This is an optimization exercise on Yosys and OpenROAD, whose aim is small area and a short achievable clock period, not a production implementation. In this exercise RTL edits were held to simulation tests only and were not proved equivalent to the original.

==> v33: inputs <==
Design fft8_top, start of the top module:
module fft8_top (
    input  logic         clk,
    input  logic         reset_n,
    input  logic         valid_in,
    input  logic [143:0] x_re,
    input  logic [143:0] x_im,
    output logic         valid_out,
    output logic [143:0] y_re,
    output logic [143:0] y_im
);
==> flow/config.mk <==
export PLATFORM = sky130hd
export DESIGN_NAME = fft8_top
export DESIGN_NICKNAME = fft8_top
export VERILOG_FILES = /design/flow/design.v
export SDC_FILE = /design/flow/constraint.sdc
export NUM_CORES = 4
export LEC_CHECK = 0
export CAP_MARGIN = 20
export CORE_MARGIN = 2
export CORE_UTILIZATION = 40
export SLEW_MARGIN = 20
==> flow/constraint.sdc <==
create_clock -name core_clock -period 12.0 [get_ports {clk}]
set_input_delay 2.4000 -clock core_clock [delete_from_list [all_inputs] [get_ports {clk}]]
set_output_delay 2.4000 -clock core_clock [all_outputs]
set_load 0.01 [all_outputs]
standard.sh (not shown) runs the stock make flow with config.mk's settings and CLKGATE_MAP_FILE= SYNTH_SCRIPT=/design/flow/synth_recipe.tcl, a recipe that flattens the netlist after the stock synthesis.
==> flow/flow/run.sh <==
#!/bin/bash
# Layout flow: the standard flow (standard.sh), with two changes:
#  1. after the standard synthesis, flow/polopt.py re-chooses the polarity of
#     each full-adder cell (a full adder is self-dual) to remove inverters;
#     the logic function and every register are unchanged;
#  2. the port buffers use sky130_fd_sc_hd__buf_1.
set -euo pipefail
R=$PWD/orfs/results/sky130hd/fft8_top/base
export BUFFER_PORTS_ARGS="-buffer_cell sky130_fd_sc_hd__buf_1"
bash standard.sh $R/1_2_yosys.v > synth_make.log 2>&1
cp $R/1_2_yosys.v standard_synth_netlist.v
python3 flow/polopt.py standard_synth_netlist.v $R/1_2_yosys.v > polopt.log 2>&1
bash standard.sh > layout_make.log 2>&1
==> flow/flow/polopt.py <==
#!/usr/bin/env python3
"""Remove inverters around full-adder cells of a Yosys gate netlist.

A full adder is self-dual: FA(~a, ~b, ~c) = ~FA(a, b, c) for both SUM and
COUT.  Each fa cell may therefore be "flipped" (its inputs and outputs taken in
the other polarity) without changing what the circuit computes.  This script
chooses flips that minimise the number of inverters, then rewrites the
netlist: every inverter is removed and at most one inverter per signal is put
back where some load needs the other polarity.

usage: polopt.py IN.v OUT.v
"""
import re
import sys
import random

IN, OUT = sys.argv[1], sys.argv[2]
src = open(IN).read()

cell_re = re.compile(r'^\s*(sky130_fd_sc_hd__\w+)\s+(\S+)\s*\((.*?)\);', re.S | re.M)
pin_re = re.compile(r'\.(\w+)\(([^()]*)\)')

m0 = cell_re.search(src)
head = src[:m0.start()]
cells = []
last_end = None
for m in cell_re.finditer(src):
    typ, name, body = m.group(1), m.group(2), m.group(3)
    pins = [(p, n.strip()) for p, n in pin_re.findall(body)]
    cells.append([typ, name, pins])
    last_end = m.end()
tail = src[last_end:]
if re.search(r'\bassign\b', tail) or re.search(r'\bassign\b', head):
    sys.exit('assign statements not supported')

OUTPINS = {'X', 'Y', 'Q', 'Q_N', 'SUM', 'COUT', 'HI', 'LO'}


def is_inv(t):
    return re.match(r'sky130_fd_sc_hd__(inv|clkinv)_\d+$', t) is not None


def is_fa(t):
    return re.match(r'sky130_fd_sc_hd__fa_\d+$', t) is not None


# driver of each net
driver = {}
for ci, (t, n, pins) in enumerate(cells):
    for p, net in pins:
        if p in OUTPINS:
            driver[net] = (ci, p)

# root and parity of each net through inverter chains
inv_in = {}
for ci, (t, n, pins) in enumerate(cells):
    if is_inv(t):
        d = dict(pins)
        inv_in[d['Y']] = d['A']


def root(net):
    par = 0
    while net in inv_in:
        net = inv_in[net]
        par ^= 1
    return net, par


# output port nets
port_out = set()
for m in re.finditer(r'^\s*output\s+(\[(\d+):(\d+)\]\s*)?(\S+);', head, re.M):
    name = m.group(4)
    if m.group(1):
        hi, lo = int(m.group(2)), int(m.group(3))
        for i in range(lo, hi + 1):
            port_out.add(f'{name}[{i}]')
    else:
        port_out.add(name)

fa_idx = [ci for ci, c in enumerate(cells) if is_fa(c[0])]
# a flippable fa must not drive an output port directly
flippable = set()
for ci in fa_idx:
    outs = [net for p, net in cells[ci][2] if p in OUTPINS]
    if not any(o in port_out for o in outs):
        flippable.add(ci)

# consumers: list of (root, parity, consumer cell or None for port, pin)
cons = {}  # root -> list of [cell index or -1, parity]
uses = []  # (ci, pin, root, parity)
for ci, (t, n, pins) in enumerate(cells):
    if is_inv(t):
        continue
    for p, net in pins:
        if p in OUTPINS:
            continue
        r, par = root(net)
        uses.append((ci, p, r, par))
        cons.setdefault(r, []).append((ci, par))
port_uses = []
for pn in sorted(port_out):
    if pn in inv_in:
        r, par = root(pn)
        port_uses.append((pn, r, par))
        cons.setdefault(r, []).append((-1, par))

# driver cell of each root (fa only matter)
root_drv = {}
for r in cons:
    if r in driver:
        root_drv[r] = driver[r][0]

flip = {ci: 0 for ci in flippable}


def fl(ci):
    return flip.get(ci, 0)


def need_inv(r):
    d = fl(root_drv[r]) if r in root_drv else 0
    for ci, par in cons[r]:
        if par ^ d ^ (fl(ci) if ci >= 0 else 0):
            return 1
    return 0


def total():
    return sum(need_inv(r) for r in cons)


# roots touched by each fa
touch = {}
for ci in flippable:
    rs = set()
    for p, net in cells[ci][2]:
        if p in OUTPINS:
            if net in cons:
                rs.add(net)
        else:
            rs.add(root(net)[0])
    touch[ci] = list(rs)

before = total()
n_inv_before = sum(1 for c in cells if is_inv(c[0]))
order = sorted(flippable)
random.seed(1)
best = dict(flip)
best_cost = before
cur = before
for rnd in range(60):
    improved = False
    random.shuffle(order)
    for ci in order:
        rs = touch[ci]
        old = sum(need_inv(r) for r in rs)
        flip[ci] ^= 1
        new = sum(need_inv(r) for r in rs)
        if new < old or (new == old and rnd > 5 and random.random() < 0.3):
            cur += new - old
            if new < old:
                improved = True
        else:
            flip[ci] ^= 1
        if cur < best_cost:
            best_cost = cur
            best = dict(flip)
    if not improved and rnd > 20:
        break
flip = best
after = total()
print(f'inverter cells before {n_inv_before}, needed before {before}, after {after}, '
      f'flipped {sum(flip.values())} of {len(flippable)} fa cells', file=sys.stderr)

# rewrite
inv_net = {}
new_cells = []
cnt = [0]


def inv_of(r):
    if r not in inv_net:
        cnt[0] += 1
        nn = f'_polinv_{cnt[0]}_'
        inv_net[r] = nn
        new_cells.append(['sky130_fd_sc_hd__inv_1', f'_polinv_cell_{cnt[0]}_', [('A', r), ('Y', nn)]])
    return inv_net[r]


use_map = {}
for ci, p, r, par in uses:
    d = fl(root_drv[r]) if r in root_drv else 0
    need = par ^ d ^ fl(ci)
    use_map[(ci, p)] = inv_of(r) if need else r

out_cells = []
for ci, (t, n, pins) in enumerate(cells):
    if is_inv(t):
        continue
    np_ = []
    for p, net in pins:
        if p in OUTPINS:
            np_.append((p, net))
        else:
            np_.append((p, use_map[(ci, p)]))
    out_cells.append([t, n, np_])
for pn, r, par in port_uses:
    d = fl(root_drv[r]) if r in root_drv else 0
    if par ^ d:
        cnt[0] += 1
        out_cells.append(['sky130_fd_sc_hd__inv_1', f'_polinv_cell_{cnt[0]}_', [('A', r), ('Y', pn)]])
    else:
        cnt[0] += 1
        out_cells.append(['sky130_fd_sc_hd__buf_1', f'_polbuf_cell_{cnt[0]}_', [('A', r), ('X', pn)]])
out_cells += new_cells

# declare new wires
decl = ''.join(f'  wire {w};\n' for w in inv_net.values())
hm = head.rstrip('\n') + '\n' + decl
body = []
for t, n, pins in out_cells:
    ps = ',\n'.join(f'    .{p}({net}{" " if net.startswith(chr(92)) else ""})' for p, net in pins)
    body.append(f'  {t} {n} (\n{ps}\n  );\n')
open(OUT, 'w').write(hm + ''.join(body) + tail)
print(f'inverter cells written {sum(1 for c in out_cells if is_inv(c[0]))}', file=sys.stderr)
==> v35 (differences from v33) <==
--- a/flow/flow/run.sh
+++ b/flow/flow/run.sh
@@ -3,5 +3,6 @@
 #  1. after the standard synthesis, flow/polopt.py re-chooses the polarity of
 #     each full-adder cell (a full adder is self-dual) to remove inverters;
-#     the logic function and every register are unchanged;
+#     it also puts the latest-arriving input of each full adder on its fastest
+#     pin (CIN); the logic function and every register are unchanged;
 #  2. the port buffers use sky130_fd_sc_hd__buf_1.
 set -euo pipefail
--- a/flow/flow/polopt.py
+++ b/flow/flow/polopt.py
@@ -216,4 +216,73 @@
 out_cells += new_cells
 
+# pin assignment: a full adder is symmetric in its inputs; put the latest
+# arriving input on CIN (fastest arc), the next on B, the earliest on A.
+FA_PIN_D = {'A': 0.45, 'B': 0.42, 'CIN': 0.38}
+drv2 = {}
+for k, (t, n, pins) in enumerate(out_cells):
+    for p, net in pins:
+        if p in OUTPINS:
+            drv2[net] = k
+arr = {}
+
+
+def is_ff(t):
+    return re.match(r'sky130_fd_sc_hd__(df|sdf|edf)', t) is not None
+
+
+def cell_delay(t, p):
+    if is_fa(t):
+        return FA_PIN_D.get(p, 0.45)
+    if 'ha_' in t:
+        return 0.3
+    if is_inv(t):
+        return 0.07
+    return 0.2
+
+
+def arrival(net):
+    if net in arr:
+        return arr[net]
+    stack = [net]
+    while stack:
+        x = stack[-1]
+        if x in arr:
+            stack.pop()
+            continue
+        k = drv2.get(x)
+        if k is None or is_ff(out_cells[k][0]):
+            arr[x] = 0.0
+            stack.pop()
+            continue
+        t, n, pins = out_cells[k]
+        ins = [(p, net2) for p, net2 in pins if p not in OUTPINS]
+        miss = [net2 for p, net2 in ins if net2 not in arr]
+        if miss:
+            stack.extend(miss)
+            continue
+        a = 0.0
+        for p, net2 in ins:
+            a = max(a, arr[net2] + cell_delay(t, p))
+        for p, net2 in pins:
+            if p in OUTPINS:
+                arr[net2] = a
+        stack.pop()
+    return arr[net]
+
+
+swapped = 0
+for k in range(len(out_cells)):
+    t, n, pins = out_cells[k]
+    if not is_fa(t):
+        continue
+    d = dict(pins)
+    ins = sorted([d['A'], d['B'], d['CIN']], key=arrival)
+    if [d['A'], d['B'], d['CIN']] != ins:
+        swapped += 1
+    d['A'], d['B'], d['CIN'] = ins
+    out_cells[k] = [t, n, [(p, d[p]) for p, _ in pins]]
+    # arrival of outputs is recomputed lazily only for later cells; keep simple
+print(f'fa input pins reordered on {swapped} cells', file=sys.stderr)
+
 # declare new wires
 decl = ''.join(f'  wire {w};\n' for w in inv_net.values())
--- a/flow/config.mk
+++ b/flow/config.mk
@@ -8,4 +8,6 @@
 export CAP_MARGIN = 20
 export CORE_MARGIN = 2
-export CORE_UTILIZATION = 40
+export CORE_UTILIZATION = 55
+export CTS_CLUSTER_DIAMETER = 100
+export CTS_CLUSTER_SIZE = 28
 export SLEW_MARGIN = 20
==> v29 (differences from v33) <==
--- a/flow/flow/run.sh
+++ b/flow/flow/run.sh
@@ -3,8 +3,12 @@
 #  1. after the standard synthesis, flow/polopt.py re-chooses the polarity of
 #     each full-adder cell (a full adder is self-dual) to remove inverters;
-#     the logic function and every register are unchanged;
-#  2. the port buffers use sky130_fd_sc_hd__buf_1.
+#     it also puts the latest-arriving input of each full adder on its fastest
+#     pin (CIN); the logic function and every register are unchanged;
+#  2. the port buffers use sky130_fd_sc_hd__buf_1;
+#  3. the timing repair after CTS and global routing works on every path
+#     whose slack is under SETUP_SLACK_MARGIN (the constraints are unchanged).
 set -euo pipefail
 R=$PWD/orfs/results/sky130hd/fft8_top/base
+export SETUP_SLACK_MARGIN=7.8
 export BUFFER_PORTS_ARGS="-buffer_cell sky130_fd_sc_hd__buf_1"
 bash standard.sh $R/1_2_yosys.v > synth_make.log 2>&1
--- a/flow/flow/polopt.py
+++ b/flow/flow/polopt.py
@@ -216,4 +216,73 @@
 out_cells += new_cells
 
+# pin assignment: a full adder is symmetric in its inputs; put the latest
+# arriving input on CIN (fastest arc), the next on B, the earliest on A.
+FA_PIN_D = {'A': 0.45, 'B': 0.42, 'CIN': 0.38}
+drv2 = {}
+for k, (t, n, pins) in enumerate(out_cells):
+    for p, net in pins:
+        if p in OUTPINS:
+            drv2[net] = k
+arr = {}
+
+
+def is_ff(t):
+    return re.match(r'sky130_fd_sc_hd__(df|sdf|edf)', t) is not None
+
+
+def cell_delay(t, p):
+    if is_fa(t):
+        return FA_PIN_D.get(p, 0.45)
+    if 'ha_' in t:
+        return 0.3
+    if is_inv(t):
+        return 0.07
+    return 0.2
+
+
+def arrival(net):
+    if net in arr:
+        return arr[net]
+    stack = [net]
+    while stack:
+        x = stack[-1]
+        if x in arr:
+            stack.pop()
+            continue
+        k = drv2.get(x)
+        if k is None or is_ff(out_cells[k][0]):
+            arr[x] = 0.0
+            stack.pop()
+            continue
+        t, n, pins = out_cells[k]
+        ins = [(p, net2) for p, net2 in pins if p not in OUTPINS]
+        miss = [net2 for p, net2 in ins if net2 not in arr]
+        if miss:
+            stack.extend(miss)
+            continue
+        a = 0.0
+        for p, net2 in ins:
+            a = max(a, arr[net2] + cell_delay(t, p))
+        for p, net2 in pins:
+            if p in OUTPINS:
+                arr[net2] = a
+        stack.pop()
+    return arr[net]
+
+
+swapped = 0
+for k in range(len(out_cells)):
+    t, n, pins = out_cells[k]
+    if not is_fa(t):
+        continue
+    d = dict(pins)
+    ins = sorted([d['A'], d['B'], d['CIN']], key=arrival)
+    if [d['A'], d['B'], d['CIN']] != ins:
+        swapped += 1
+    d['A'], d['B'], d['CIN'] = ins
+    out_cells[k] = [t, n, [(p, d[p]) for p, _ in pins]]
+    # arrival of outputs is recomputed lazily only for later cells; keep simple
+print(f'fa input pins reordered on {swapped} cells', file=sys.stderr)
+
 # declare new wires
 decl = ''.join(f'  wire {w};\n' for w in inv_net.values())
--- a/flow/config.mk
+++ b/flow/config.mk
@@ -9,3 +9,5 @@
 export CORE_MARGIN = 2
 export CORE_UTILIZATION = 40
+export CTS_CLUSTER_DIAMETER = 100
+export CTS_CLUSTER_SIZE = 28
 export SLEW_MARGIN = 20
==> v10 (differences from v33) <==
--- a/flow/flow/polopt.py
+++ b/flow/flow/polopt.py
@@ -216,4 +216,73 @@
 out_cells += new_cells
 
+# pin assignment: a full adder is symmetric in its inputs; put the latest
+# arriving input on CIN (fastest arc), the next on B, the earliest on A.
+FA_PIN_D = {'A': 0.45, 'B': 0.42, 'CIN': 0.38}
+drv2 = {}
+for k, (t, n, pins) in enumerate(out_cells):
+    for p, net in pins:
+        if p in OUTPINS:
+            drv2[net] = k
+arr = {}
+
+
+def is_ff(t):
+    return re.match(r'sky130_fd_sc_hd__(df|sdf|edf)', t) is not None
+
+
+def cell_delay(t, p):
+    if is_fa(t):
+        return FA_PIN_D.get(p, 0.45)
+    if 'ha_' in t:
+        return 0.3
+    if is_inv(t):
+        return 0.07
+    return 0.2
+
+
+def arrival(net):
+    if net in arr:
+        return arr[net]
+    stack = [net]
+    while stack:
+        x = stack[-1]
+        if x in arr:
+            stack.pop()
+            continue
+        k = drv2.get(x)
+        if k is None or is_ff(out_cells[k][0]):
+            arr[x] = 0.0
+            stack.pop()
+            continue
+        t, n, pins = out_cells[k]
+        ins = [(p, net2) for p, net2 in pins if p not in OUTPINS]
+        miss = [net2 for p, net2 in ins if net2 not in arr]
+        if miss:
+            stack.extend(miss)
+            continue
+        a = 0.0
+        for p, net2 in ins:
+            a = max(a, arr[net2] + cell_delay(t, p))
+        for p, net2 in pins:
+            if p in OUTPINS:
+                arr[net2] = a
+        stack.pop()
+    return arr[net]
+
+
+swapped = 0
+for k in range(len(out_cells)):
+    t, n, pins = out_cells[k]
+    if not is_fa(t):
+        continue
+    d = dict(pins)
+    ins = sorted([d['A'], d['B'], d['CIN']], key=arrival)
+    if [d['A'], d['B'], d['CIN']] != ins:
+        swapped += 1
+    d['A'], d['B'], d['CIN'] = ins
+    out_cells[k] = [t, n, [(p, d[p]) for p, _ in pins]]
+    # arrival of outputs is recomputed lazily only for later cells; keep simple
+print(f'fa input pins reordered on {swapped} cells', file=sys.stderr)
+
 # declare new wires
 decl = ''.join(f'  wire {w};\n' for w in inv_net.values())
--- a/flow/config.mk
+++ b/flow/config.mk
@@ -9,3 +9,5 @@
 export CORE_MARGIN = 2
 export CORE_UTILIZATION = 40
+export CTS_CLUSTER_DIAMETER = 100
+export CTS_CLUSTER_SIZE = 28
 export SLEW_MARGIN = 20
==> run summary <==
Initial Utilization: 55.29%
Worst Setup SP: r1591_1
status: no timing/DRC/antenna violations
placed cell areas: 60850 µm²
iteration-0 DRC count of the detailed router: 1015
crit path capture: r2188_2
# clk buffers: 62
the above is filed under v35

==> run summary <==
status: no timing/DRC/antenna violations
Initial Utilization: 40.40%
layout cells sized above 1: 31.99%
placed cell areas: 63610 µm²
iteration-0 DRC count of the detailed router: 802
Hold Crit Start: r2806_3
die width: 388.1 µm
Slew Limit Fails: 0
final worst slack: 7.087 ns
Worst EP required: 9.60 ns
pin count of the biggest net entering global routing: 30
crit path capture: y_im[107]
the above is filed under v29

==> run summary <==
vias in the first global route: 30260
crit path capture: r3638_3
iteration-0 DRC count of the detailed router: 950
die width: 388.1 µm
placed cell areas: 61500 µm²
Initial Utilization: 40.40%
Worst Setup SP: r680_2
status: no timing/DRC/antenna violations
P&R area growth vs syn: 7.146%
the above is filed under v10

==> run summary <==
io pins: 580
pre-CTS setup slack: 6.305 ns
iteration-0 DRC count of the detailed router: 963
Worst Setup SP: r680_2
crit path capture: r3638_3
clk sink count: 1391
status: no timing/DRC/antenna violations
Initial Utilization: 40.40%
placed cell areas: 61500 µm²
# clk buffers: 196
the above is filed under v33

## re-timing with driven ports
No port has a modelled driver above. Below, the same layouts with a new extraction and two added sets of constraints.
Step 1, drivers: a clkbuf_16 drives clk and a buf_2 each remaining input, both assumed.
Step 2 moves the port delays by t, midway between the first and last clock arrival at a register: inputs arrive t later, outputs are due t later. That takes back most of the time a late clock gives input paths.
a / b / c = ideal / step 1 / step 2; a / b = the first two.
| run | t (ns) | setup slack, ns | worst setup path after step 2 | latest minus earliest clock arrival (ns) | pins driven straight from the clock port |
|---|---|---|---|---|---|
| v33 | 0.842 | 6.683 / 6.683 / 6.284 | input to register | 0.038 / 0.038 | 1 |
| v35 | 0.772 | 6.724 / 6.724 / 6.399 | input to register | 0.034 / 0.034 | 1 |
| v29 | 0.777 | 7.087 / 7.006 / 6.579 | input to register | 0.028 / 0.028 | 1 |
| v10 | 0.787 | 6.719 / 6.719 / 6.222 | input to register | 0.051 / 0.051 | 1 |
After both steps every run listed still meets setup and hold. The setup slack of v29, which loses most, moves by -0.081 ns with the drivers and by -0.508 ns with both steps.
